This design comes from an exercise in tuning for small area, a short achievable clock period and few clock cycles on the open sky130 flow, not from production work. At most, simulation tests tie the RTL to the original design; equivalence was not proved. No activity file was given, so power comes from the tool's default toggle rates.

// tagctrl_top
module tagctrl_top #(
  parameter int unsigned RdDepth = 4,    
  parameter int unsigned DqDepth = 10    
) (
  input  logic                          clk_i,
  input  logic                          reset_i,
  input  logic                          req_valid_i,
  input  logic [31:0]                   req_addr_i,
  input  logic                          req_write_i,
  input  logic [63:0]                   req_wdata_i,
  input  logic                          req_tag_i,
  output logic                          req_ready_o,
  output logic                          rsp_valid_o,
  output logic [63:0]                   rsp_rdata_o,
  output logic                          rsp_tag_o,
  output logic                          rsp_write_o,
  output logic                          rsp_err_o,
  input  logic                          rsp_ready_i,
  output logic                          mem_req_valid_o,
  output logic [28:0]                   mem_req_addr_o,
  output logic                          mem_req_write_o,
  output logic [63:0]                   mem_req_wdata_o,
  input  logic                          mem_req_ready_i,
  input  logic                          mem_rsp_valid_i,
  input  logic [63:0]                   mem_rsp_rdata_i
);
==> flow/config.mk <==
export PLATFORM = sky130hd
export DESIGN_NAME = tagctrl_top
export DESIGN_NICKNAME = tagctrl_top
export VERILOG_FILES = /design/flow/design.v
export SDC_FILE = /design/flow/constraint.sdc
export NUM_CORES = 4
export LEC_CHECK = 0
export ABC_AREA = 1
export CAP_MARGIN = 40
export CORE_MARGIN = 2
export CORE_UTILIZATION = 70
export CTS_CLUSTER_DIAMETER = 100
export CTS_CLUSTER_SIZE = 24
export PLACE_DENSITY = 0.72
export SETUP_SLACK_MARGIN = 3.0
export SLEW_MARGIN = 40
export TNS_END_PERCENT = 30
==> flow/constraint.sdc <==
create_clock -name core_clock -period 5.0 [get_ports {clk_i}]
set_input_delay 1.0000 -clock core_clock [delete_from_list [all_inputs] [get_ports {clk_i}]]
set_output_delay 1.0000 -clock core_clock [all_outputs]
set_load 0.01 [all_outputs]
standard.sh (not shown) runs the stock make flow with config.mk's settings and CLKGATE_MAP_FILE= SYNTH_SCRIPT=/design/flow/synth_recipe.tcl, a recipe that flattens the netlist after the stock synthesis.
==> flow/flow/run.sh <==
#!/bin/bash
# The standard layout (the standard.sh, standard synthesis included) with two
# make settings changed:
#  - delay cells are added to the don't-use list, so the port buffers and timing
#    repair use ordinary buffers instead of slow delay buffers;
#  - timing repair may swap a cell for one of another footprint.
# Everything else (floorplan, power grid, tap cells, placement, CTS, routing) is
# the standard flow. The make output goes to flow_make.log in the work folder.
set -euo pipefail
PLATFORM_DONT_USE="sky130_fd_sc_hd__probe_p_8 sky130_fd_sc_hd__probec_p_8 sky130_fd_sc_hd__lpflow_bleeder_1 sky130_fd_sc_hd__lpflow_clkbufkapwr_1 sky130_fd_sc_hd__lpflow_clkbufkapwr_16 sky130_fd_sc_hd__lpflow_clkbufkapwr_2 sky130_fd_sc_hd__lpflow_clkbufkapwr_4 sky130_fd_sc_hd__lpflow_clkbufkapwr_8 sky130_fd_sc_hd__lpflow_clkinvkapwr_1 sky130_fd_sc_hd__lpflow_clkinvkapwr_16 sky130_fd_sc_hd__lpflow_clkinvkapwr_2 sky130_fd_sc_hd__lpflow_clkinvkapwr_4 sky130_fd_sc_hd__lpflow_clkinvkapwr_8 sky130_fd_sc_hd__lpflow_decapkapwr_12 sky130_fd_sc_hd__lpflow_decapkapwr_3 sky130_fd_sc_hd__lpflow_decapkapwr_4 sky130_fd_sc_hd__lpflow_decapkapwr_6 sky130_fd_sc_hd__lpflow_decapkapwr_8 sky130_fd_sc_hd__lpflow_inputiso0n_1 sky130_fd_sc_hd__lpflow_inputiso0p_1 sky130_fd_sc_hd__lpflow_inputiso1n_1 sky130_fd_sc_hd__lpflow_inputiso1p_1 sky130_fd_sc_hd__lpflow_inputisolatch_1 sky130_fd_sc_hd__lpflow_isobufsrc_1 sky130_fd_sc_hd__lpflow_isobufsrc_16 sky130_fd_sc_hd__lpflow_isobufsrc_2 sky130_fd_sc_hd__lpflow_isobufsrc_4 sky130_fd_sc_hd__lpflow_isobufsrc_8 sky130_fd_sc_hd__lpflow_isobufsrckapwr_16 sky130_fd_sc_hd__lpflow_lsbuf_lh_hl_isowell_tap_1 sky130_fd_sc_hd__lpflow_lsbuf_lh_hl_isowell_tap_2 sky130_fd_sc_hd__lpflow_lsbuf_lh_hl_isowell_tap_4 sky130_fd_sc_hd__lpflow_lsbuf_lh_isowell_4 sky130_fd_sc_hd__lpflow_lsbuf_lh_isowell_tap_1 sky130_fd_sc_hd__lpflow_lsbuf_lh_isowell_tap_2 sky130_fd_sc_hd__lpflow_lsbuf_lh_isowell_tap_4"
DELAY_CELLS="sky130_fd_sc_hd__clkdlybuf4s15_1 sky130_fd_sc_hd__clkdlybuf4s15_2 sky130_fd_sc_hd__clkdlybuf4s18_1 sky130_fd_sc_hd__clkdlybuf4s18_2 sky130_fd_sc_hd__clkdlybuf4s25_1 sky130_fd_sc_hd__clkdlybuf4s25_2 sky130_fd_sc_hd__clkdlybuf4s50_1 sky130_fd_sc_hd__clkdlybuf4s50_2 sky130_fd_sc_hd__dlygate4sd1_1 sky130_fd_sc_hd__dlygate4sd2_1 sky130_fd_sc_hd__dlygate4sd3_1 sky130_fd_sc_hd__dlymetal6s2s_1 sky130_fd_sc_hd__dlymetal6s4s_1 sky130_fd_sc_hd__dlymetal6s6s_1"
bash standard.sh "DONT_USE_CELLS=$PLATFORM_DONT_USE $DELAY_CELLS" MATCH_CELL_FOOTPRINT=0 finish > flow_make.log 2>&1
The starting point passed the timing, design-rule and antenna checks.
Next try:
- TNS_END_PERCENT: 30 -> 10
Outcome: Via count is lower by 0.49%. Global-route usage is about the same. Count of clock-buffer cells in the layout does not change. Core utilization falls by 2.4 points. Cell area falls by 2.9%. Total power drops by 1.2%. Cell count fell by 0.51%. Register-to-register slack gets worse by 90 ps. Sequential cell count is unchanged.
Function was not checked in any run of this note: the RTL went through the layout flow alone.


tagctrl_top, a different RTL version from the one above (not shown whole).
Size: roughly 3,700 cells after synthesis, roughly 930 flip-flops, about 36,000 um^2 of cells after synthesis.
export LEC_CHECK = 0
export CAP_MARGIN = 50
export CORE_MARGIN = 2
export CORE_UTILIZATION = 70
export CTS_CLUSTER_DIAMETER = 100
export CTS_CLUSTER_SIZE = 24
export PLACE_DENSITY = 0.72
export SETUP_SLACK_MARGIN = 3.0
export SLEW_MARGIN = 75
export TNS_END_PERCENT = 10
create_clock -name core_clock -period 5.0 [get_ports {clk_i}]
Scripts as last shown in full above: flow/flow/run.sh
Change:
- CAP_MARGIN: 50 -> 40
- SLEW_MARGIN: 75 -> 40
Non-clock buffer count falls by 142.
Utilization went down by 6.2 points.
Worst hold slack barely changes.
Setup slack gets better by 0.089 ns.
Final area falls by 7.4%.
Via count came out lower by 5.4%.
Die area does not change.
Wire length drops by 6.5%.
Count of clock-buffer cells in the layout drops by 1.
Global-route usage is lower by 0.49 points.
No functional check of the RTL was part of any run of this note.


run 1:
Another version of the RTL of tagctrl_top (not shown whole).
For scale: about 2700 cells after synthesis, about 820 flip-flops, about 330 I/O pins, roughly 32000 um2 of cells after synthesis.
Design tagctrl_top, start of the top module:
module tagctrl_top #(
  parameter int unsigned RdDepth = 4,    
  parameter int unsigned DqDepth = 8     
) (
  input  logic                          clk_i,
  input  logic                          reset_i,
  input  logic                          req_valid_i,
  input  logic [31:0]                   req_addr_i,
  input  logic                          req_write_i,
  input  logic [63:0]                   req_wdata_i,
  input  logic                          req_tag_i,
  output logic                          req_ready_o,
  output logic                          rsp_valid_o,
  output logic [63:0]                   rsp_rdata_o,
  output logic                          rsp_tag_o,
  output logic                          rsp_write_o,
  output logic                          rsp_err_o,
  input  logic                          rsp_ready_i,
  output logic                          mem_req_valid_o,
  output logic [28:0]                   mem_req_addr_o,
  ...
Settings: LEC_CHECK=0, CAP_MARGIN=20, CORE_MARGIN=2, CORE_UTILIZATION=55, SETUP_SLACK_MARGIN=2.8, SLEW_MARGIN=20, TNS_END_PERCENT=5; clock period 5.0 ns.
run.sh (not shown) runs the stock make flow with config.mk's settings and CLKGATE_MAP_FILE= SYNTH_SCRIPT=/design/flow/synth_recipe.tcl, a recipe that flattens the netlist after the stock synthesis.
Stock flow here: none of the scripts above is used.
Run 1 completed; timing, DRC and antenna clean
What run 2 does differently from run 1 at the input level:
# run 1
export LEC_CHECK = 0
export CAP_MARGIN = 20
export CORE_MARGIN = 2
export CORE_UTILIZATION = 55
export SETUP_SLACK_MARGIN = 2.8
export SLEW_MARGIN = 20
export TNS_END_PERCENT = 5
create_clock -name core_clock -period 5.0 [get_ports {clk_i}]
# run 2
export LEC_CHECK = 0
export CAP_MARGIN = 20
export CORE_MARGIN = 2
export CORE_UTILIZATION = 55
export SETUP_SLACK_MARGIN = 2.8
export SLEW_MARGIN = 20
create_clock -name core_clock -period 5.0 [get_ports {clk_i}]
Findings:
On run 2: switching power as a share of total power is 0.20 points higher than what run 1 gave. In run 2, clock network fraction of total power is higher than in run 1. Run 1 → run 2: largest fanout on the critical path now smaller, area added between synthesis and finish higher. Run 2 ends up with a multi-input combinational cell count that is 0.70% higher than in run 1. The estimated power of run 2 ends up higher than the estimate for run 1. Comparing run 1 with run 2, the portion of total power attributed to combinational logic came out essentially unchanged. Looking only at critical path required time, and setting everything else aside, the lower value of run 1 and run 2 goes to run 1. Summary of run 2 over run 1: final worst-path setup slack saw a decrease, sequential-cell power consumption saw little to no change.
No functional check of the RTL was part of any run of this note.


## oak
tagctrl_top, a different RTL version from the one above (not shown whole).
Size in the first run: roughly 3,600 cells after synthesis, about 920 flip-flops, roughly 330 I/O pins, ~35,000 um2 of cells after synthesis.
export LEC_CHECK = 0
export CAP_MARGIN = 40
export CORE_MARGIN = 2
export CORE_UTILIZATION = 55
export CTS_CLUSTER_DIAMETER = 100
export CTS_CLUSTER_SIZE = 24
export SETUP_SLACK_MARGIN = 3.0
export SLEW_MARGIN = 40
export TNS_END_PERCENT = 10
create_clock -name core_clock -period 5.0 [get_ports {clk_i}]
standard.sh (not shown) runs the stock make flow with config.mk's settings and CLKGATE_MAP_FILE= SYNTH_SCRIPT=/design/flow/synth_recipe.tcl, a recipe that flattens the netlist after the stock synthesis.
Scripts as last shown in full above: flow/flow/run.sh
Testbench counts of oak, summed over its fixed seeds: cycles 15,847.
What pine does differently from oak at the input level:
Settings: PLACE_DENSITY now 0.72, previously not set; CORE_UTILIZATION now 70, was 55.
[summary]
Changes observed in pine relative to oak: power share of the sequential group went up; detailed route wirelength on metal2 went down; number of core rows went down.
Reported for pine and oak, number of DRC violations after detailed routing turned out identical to the last digit.
In pine, the clock period minus final worst setup slack came out 5.5 ps above the value in oak.
Total power delta (pine -> oak): insignificant
oak → pine: final worst-path setup slack went down, relative contribution of the clock network to total power now sits at about the same level, starting density of the core moved up, non-clock buffer count went down.
Inputs modified between pine and birch:
Settings: SETUP_SLACK_MARGIN changed from 3.0 to 2.9; CAP_MARGIN changed from 40 to 20; PLACE_DENSITY removed (was 0.72); TNS_END_PERCENT changed from 10 to 5; SLEW_MARGIN changed from 40 to 20; CORE_UTILIZATION changed from 70 to 55.
### Flow results
birch finished every stage and its layout cleared the timing, design-rule and antenna checks.
Taking pine as the reference, in birch worst-case hold slack comparable; met1 usage now smaller.
birch reports its end point of the critical path as fv_q[1] while pine reports grp_tag_q[13].
Between birch and pine, it is birch whose sequential share of layout area is higher, by 0.19 points.


Another version of the RTL of tagctrl_top (not shown whole).
For scale: roughly 2900 cells after synthesis, ~850 flip-flops, ~330 I/O pins, roughly 32000 sq um of cells after synthesis.
clock: 5.0 ns
lec_check: 0
abc_area: 1
cap_margin: 60
core_margin: 2
core_utilization: 70
cts_cluster_diameter: 100
cts_cluster_size: 24
place_density: 0.72
setup_slack_margin: 3.0
slew_margin: 60
tns_end_percent: 10
Scripts as last shown in full above: flow/flow/run.sh
Testbench counts at the start, summed over its fixed seeds: cycles 15,692.
Next try:
CAP_MARGIN = 40   (was 60)
SLEW_MARGIN = 40   (was 60)
Result:
- non-clock buffer count went down by 2
- critical path depth went down by 4
- register-to-register slack hardly moves
- power went down by 0.38%
- utilization went down by 0.91 points
- die area does not change
- final area went down by 1.2%
- worst setup slack degrades by 0.0047 ns


the reference run:
Another version of the RTL of tagctrl_top (not shown whole).
Size in the first run: about 2700 cells after synthesis, about 830 flip-flops.
clock: 5.0 ns
lec_check: 0
cap_margin: 20
core_margin: 2
core_utilization: 55
setup_slack_margin: 3.0
slew_margin: 20
run.sh (not shown) runs the stock make flow with config.mk's settings and CLKGATE_MAP_FILE= SYNTH_SCRIPT=/design/flow/synth_recipe.tcl, a recipe that flattens the netlist after the stock synthesis.
Stock flow here: none of the scripts above is used.
No stage failed in the reference run, and the final checks on the layout all came back clean.
The inputs of the trial run differ from those of the reference run as listed below.
# the reference run
export LEC_CHECK = 0
export CAP_MARGIN = 20
export CORE_MARGIN = 2
export CORE_UTILIZATION = 55
export SETUP_SLACK_MARGIN = 3.0
export SLEW_MARGIN = 20
create_clock -name core_clock -period 5.0 [get_ports {clk_i}]
# the trial run
export LEC_CHECK = 0
export CAP_MARGIN = 20
export CORE_MARGIN = 2
export CORE_UTILIZATION = 40
export SLEW_MARGIN = 20
create_clock -name core_clock -period 5.0 [get_ports {clk_i}]
Notes after the runs:
Lower global-route usage among the reference run and the trial run: the trial run
Relative to the reference run, the utilization after layout of the trial run is lower by 30 points.
The trial run vs the reference run — total power dropped 2.2%.
Taking the reference run as the reference, in the trial run layout overhead on the synthesized area went down by 21 points; global-route wire length before repair went down by about 20%.
Relative to the reference run, the placed standard-cell area measured on the trial run has decreased slightly.
Setup slack ends up higher on the trial run.
Function was not checked in any run of this note: the RTL went through the layout flow alone.


## before
tagctrl_top, a different RTL version from the one above (not shown whole).
For scale: ~2900 cells after synthesis, about 840 flip-flops, roughly 330 I/O pins, roughly 32000 um2 of cells after synthesis.
Design tagctrl_top, start of the top module:
module tagctrl_top #(
  parameter int unsigned RdDepth = 4,    
  parameter int unsigned DqDepth = 10    
) (
  input  logic                          clk_i,
  input  logic                          reset_i,
  input  logic                          req_valid_i,
  input  logic [31:0]                   req_addr_i,
  input  logic                          req_write_i,
  input  logic [63:0]                   req_wdata_i,
  input  logic                          req_tag_i,
  output logic                          req_ready_o,
  output logic                          rsp_valid_o,
  output logic [63:0]                   rsp_rdata_o,
  output logic                          rsp_tag_o,
  output logic                          rsp_write_o,
  output logic                          rsp_err_o,
  input  logic                          rsp_ready_i,
  output logic                          mem_req_valid_o,
  output logic [28:0]                   mem_req_addr_o,
  output logic                          mem_req_write_o,
  output logic [63:0]                   mem_req_wdata_o,
  input  logic                          mem_req_ready_i,
  input  logic                          mem_rsp_valid_i,
  input  logic [63:0]                   mem_rsp_rdata_i
);
  localparam int unsigned RdPtrW = (RdDepth > 1) ? $clog2(RdDepth) : 1;
  logic        rdy_q;                  
  ...
clock: 5.0 ns
lec_check: 0
abc_area: 1
cap_margin: 40
core_margin: 2
core_utilization: 70
cts_cluster_diameter: 100
cts_cluster_size: 24
place_density: 0.72
setup_slack_margin: 3.0
slew_margin: 40
tns_end_percent: 10
standard.sh (not shown) runs the stock make flow with config.mk's settings and CLKGATE_MAP_FILE= SYNTH_SCRIPT=/design/flow/synth_recipe.tcl, a recipe that flattens the netlist after the stock synthesis.
Scripts as last shown in full above: flow/flow/run.sh
Testbench counts of before, summed over its fixed seeds: cycles 15,692.
> inputs changed (before -> after)
- CAP_MARGIN now 20, was 40
- SLEW_MARGIN now 20, was 40
Results
Comparing after against before, there is no change at all in sequential fraction of the synthesis area. Going from before to after, the share of total power in combinational logic was found to have gone down by 0.6 points. Against before, after reports a wire length that is higher. [compare] base=before new=after: number of signal-net inverters in the final layout went up 2, power consumption has decreased, chip height held steady, number of vias in the routed layout flat. Diff before -> after: maximum clock frequency down 21 MHz, first-iteration DRC count down 116. after: minimum clock period 0.096 ns above before. A timing endpoint of the critical path of mem_req_wdata_o[14] is what after shows, while mem_req_wdata_o[35] belongs to before.


Another version of the RTL of tagctrl_top (not shown whole).
Size in the first run: ~2900 cells after synthesis, about 840 flip-flops, roughly 32000 um2 of cells after synthesis.
Design tagctrl_top, start of the top module:
module tagctrl_top #(
  parameter int unsigned RdDepth = 4,    
  parameter int unsigned DqDepth = 10    
) (
  input  logic                          clk_i,
  input  logic                          reset_i,
  input  logic                          req_valid_i,
  input  logic [31:0]                   req_addr_i,
  input  logic                          req_write_i,
  input  logic [63:0]                   req_wdata_i,
  input  logic                          req_tag_i,
  output logic                          req_ready_o,
  output logic                          rsp_valid_o,
  output logic [63:0]                   rsp_rdata_o,
  output logic                          rsp_tag_o,
  output logic                          rsp_write_o,
  output logic                          rsp_err_o,
  input  logic                          rsp_ready_i,
  output logic                          mem_req_valid_o,
  output logic [28:0]                   mem_req_addr_o,
  output logic                          mem_req_write_o,
  output logic [63:0]                   mem_req_wdata_o,
  input  logic                          mem_req_ready_i,
  input  logic                          mem_rsp_valid_i,
  input  logic [63:0]                   mem_rsp_rdata_i
);
Settings: LEC_CHECK=0, ABC_AREA=1, CAP_MARGIN=40, CORE_MARGIN=2, CORE_UTILIZATION=70, CTS_CLUSTER_DIAMETER=100, CTS_CLUSTER_SIZE=24, PLACE_DENSITY=0.72, SETUP_SLACK_MARGIN=3.1, SLEW_MARGIN=40, TNS_END_PERCENT=15; clock period 5.0 ns.
Scripts as last shown in full above: flow/flow/run.sh
Change:
- SETUP_SLACK_MARGIN: 3.1 -> 3.0
- TNS_END_PERCENT: 15 -> 10
After rerunning: Count of clock-buffer cells in the layout stays the same; design area drops by 2.5%; total power drops by 0.97%.
No functional check of the RTL was part of any run of this note.

## afterwards: timing with drivers on the ports
The flow's constraints put no driver on any port. The routed layouts listed below were extracted and timed again, unchanged, in two steps.
Step 1 (the two cells are an assumption about what drives the block):
set clk [get_ports {clk_i}]
set_driving_cell -lib_cell sky130_fd_sc_hd__clkbuf_16 $clk
set_driving_cell -lib_cell sky130_fd_sc_hd__buf_2 [delete_from_list [all_inputs] $clk]
Step 2 adds t to the input delays and takes it off the output delays; t is the mean of the earliest and latest rising clock arrival at the registers after step 1. Input paths then give back, and output paths get back, about the clock's delay inside the block.
Three values: ideal ports, drivers, drivers and shift; two values: the first two.
| run | shift t [ns] | setup WS [ns] | clock arrival spread, ns |
|---|---|---|---|
| the first run of note 1 | 0.640 | 2.902 / 2.859 / 2.233 | 0.020 / 0.020 |
| the second run of note 1 | 0.641 | 2.860 / 2.817 / 2.245 | 0.022 / 0.021 |
| the first run of note 2 | 0.687 | 2.602 / 2.602 / 2.068 | 0.017 / 0.018 |
| the second run of note 2 | 0.674 | 2.691 / 2.691 / 2.206 | 0.029 / 0.029 |
| run 1 | 0.691 | 2.136 / 2.136 / 1.647 | 0.024 / 0.024 |
| run 2 | 0.704 | 1.824 / 1.824 / 1.824 | 0.050 / 0.049 |
| oak | 0.678 | 2.813 / 2.770 / 2.254 | 0.023 / 0.023 |
| pine | 0.678 | 2.807 / 2.761 / 2.166 | 0.039 / 0.039 |
| birch | 0.680 | 2.755 / 2.733 / 2.115 | 0.023 / 0.023 |
| the first run of note 5 | 0.649 | 2.882 / 2.853 / 2.434 | 0.033 / 0.033 |
| the second run of note 5 | 0.653 | 2.877 / 2.817 / 2.372 | 0.024 / 0.023 |
| the reference run | 0.732 | 0.849 / 0.849 / 0.849 | 0.063 / 0.063 |
| the trial run | 0.703 | 1.093 / 1.093 / 0.571 | 0.022 / 0.022 |
| before | 0.655 | 2.893 / 2.833 / 2.385 | 0.032 / 0.032 |
| after | 0.659 | 2.797 / 2.734 / 2.216 | 0.030 / 0.030 |
| the first run of note 8 | 0.671 | 2.814 / 2.785 / 2.322 | 0.028 / 0.028 |
| the second run of note 8 | 0.666 | 2.862 / 2.802 / 2.322 | 0.026 / 0.026 |
After both steps setup and hold are still met in every run listed. For the first run of note 1, which loses most, drivers alone change the setup slack by -0.043 ns; drivers and shift together by -0.669 ns.
